Context: an optimization exercise on an open-source flow, tuned for small area and few clock cycles per item. The choices shown serve that exercise and are no tape-out recipe.
The RTL was checked by simulation tests, not by an equivalence proof against the original design.
Power is estimated from default activity; no workload was simulated.

the previous run:
// temperature_band_statistics
module temperature_band_statistics (
  input  logic         clk_i,
  input  logic         rst_ni,
  input  logic         in_valid_i,
  output logic         in_ready_o,
  input  logic [16:0]  in_data_i,
  output logic         out_valid_o,
  input  logic         out_ready_i,
  output logic [157:0] out_data_o,
  input  logic         cfg_we_i,
  input  logic [1:0]   cfg_idx_i,
  input  logic [14:0]  cfg_data_i
);
Size: about 0.011 mm^2 of cells after synthesis.
Settings: LEC_CHECK=0, CAP_MARGIN=20, CORE_MARGIN=2, CORE_UTILIZATION=40, SLEW_MARGIN=20; clock period 6.0 ns.
standard.sh (not shown) runs the stock make flow with config.mk's settings and CLKGATE_MAP_FILE= SYNTH_SCRIPT=/design/flow/synth_recipe.tcl, a recipe that flattens the netlist after the stock synthesis.
==> flow/flow/run.sh <==
#!/bin/bash
# Own flow: the standard layout (standard.sh, unchanged synthesis), with
#  - port buffers made with the smallest buffer (buf_1) instead of the one buffer_ports picks,
#  - clock tree from small clock buffers, without dummy loads.
set -euo pipefail
export BUFFER_PORTS_ARGS="-buffer_cell sky130_fd_sc_hd__buf_1"
export CTS_ARGS="-sink_clustering_enable -repair_clock_nets -dont_use_dummy_load -buf_list sky130_fd_sc_hd__clkbuf_8 -sink_clustering_size 20 -sink_clustering_max_diameter 60"
bash standard.sh > standard_make.log 2>&1
The previous run ran to completion and came out clean on the timing, design-rule and antenna checks.
Testbench counts of the previous run, summed over its fixed seeds: cycles 32,008, items 32,000.
diff inputs: the previous run => the current run
==> flow/flow/run.sh <==
#!/bin/bash
set -euo pipefail
HERE=$(pwd)
RES=$HERE/orfs/results/$FLOW_PLATFORM/temperature_band_statistics/base
YOSYS=${FLOW_HOME}/../tools/install/yosys/bin/yosys
[[ -x $YOSYS ]] || YOSYS=yosys

bash standard.sh synth > standard_synth.log 2>&1

cp $RES/1_2_yosys.v $HERE/synth_standard.v
LIB=${FLOW_HOME}/platforms/sky130hd/lib/sky130_fd_sc_hd__tt_025C_1v80.lib
sed -e "s|@LIB@|$LIB|g" -e "s|@IN@|$HERE/synth_standard.v|g" -e "s|@OUT@|$RES/1_2_yosys.v|g" \
    -e "s|@ABC@|$HERE/flow/area.abc|g" -e "s|@CONSTR@|$HERE/flow/abc.constr|g" \
    flow/remap.ys > remap_run.ys
$YOSYS -s remap_run.ys > remap.log 2>&1
rm -f $RES/1_synth.odb $RES/1_synth.sdc

export BUFFER_PORTS_ARGS="-buffer_cell sky130_fd_sc_hd__buf_1"
export CTS_ARGS="-sink_clustering_enable -repair_clock_nets -dont_use_dummy_load -buf_list sky130_fd_sc_hd__clkbuf_8 -sink_clustering_size 20 -sink_clustering_max_diameter 60"
bash standard.sh > standard_make.log 2>&1
==> flow/flow/abc.constr (new file) <==
set_driving_cell sky130_fd_sc_hd__buf_1
set_load 5
==> flow/flow/area.abc (new file) <==
strash
dc2
dc2
&get -n
&dch -f
&nf -R 1000
&put
==> flow/flow/remap.ys (new file) <==
# Map the combinational logic of the standard synthesis again; registers stay as they are.
read_liberty -ignore_miss_func @LIB@
read_verilog @IN@
hierarchy -check -top temperature_band_statistics
blackbox sky130_fd_sc_hd__df* sky130_fd_sc_hd__edf* sky130_fd_sc_hd__sdf* sky130_fd_sc_hd__dl*
flatten
rename -hide w:*.*
opt_clean
opt -fast
abc -script @ABC@ -liberty @LIB@ -dont_use *lpflow* -dont_use *probe_p* -dont_use *probec_p* -constr @CONSTR@ -D 4000
setundef -zero
splitnets
opt_clean -purge
hilomap -singleton -hicell sky130_fd_sc_hd__conb_1 HI -locell sky130_fd_sc_hd__conb_1 LO
insbuf -buf sky130_fd_sc_hd__buf_4 A X
opt_clean -purge
rename -hide w:*$func$*
stat -liberty @LIB@
write_verilog -noattr -nohex -nodec @OUT@
--- outcome ---
- Comparing the two runs side by side, the current run comes out behind the previous run on hold slack.
- Of the current run and the previous run, the run reporting the higher largest fanout of any net on the critical path was the current run.
- Cmp the current run vs the previous run: cell leakage power lower in the current run
- The current run: ratio of final minimum period to clock period higher than the previous run
- Going from the previous run to the current run, internal power lower, area of all placed cells without fillers down 7.4%, share of cells above drive strength 1 -5.1 points, initial antenna violation count increased by 2 relative to the old numbers.
- A highest metal layer used by the detailed router of met4 is what the current run shows, while met5 belongs to the previous run.
- Worst voltage drop across the vdd grid (the current run vs. the previous run) decreases by more than a quarter
- Going from the previous run to the current run, non-clock inverter instance count of the final layout went down 4; combinational logic power lost about 24%.

## what the ideal ports hide
The flow's constraints put no driver on any port. The routed layouts listed below were extracted and timed again, unchanged, in two steps. Step 1 (the two cells are an assumption about what drives the block):
set clk [get_ports {clk_i}]
set_driving_cell -lib_cell sky130_fd_sc_hd__clkbuf_16 $clk
set_driving_cell -lib_cell sky130_fd_sc_hd__buf_2 [delete_from_list [all_inputs] $clk]
Step 2 also shifts input and output timing later by t, the mid clock arrival at the registers, as if the neighbouring blocks saw the same clock. Three values: ideal ports, drivers, drivers and shift; two values: the first two.
| run | t (ns) | setup WS [ns] | hold slack, ns | worst data-port slew with drivers (ns) | cell pins on the clock port's net |
|---|---|---|---|---|---|
| the previous run | 0.576 | 0.563 / 0.586 / 0.010 | 0.490 / 0.471 / 0.510 | 0.08 | 1 |
| the current run | 0.553 | 0.489 / 0.509 / -0.044 | 0.475 / 0.475 / 0.475 | 0.07 | 1 |
With both steps, setup timing fails in the current run, where it was met with ideal ports. The setup slack of the previous run, which loses most, moves by +0.023 ns with the drivers and by -0.553 ns with both steps.
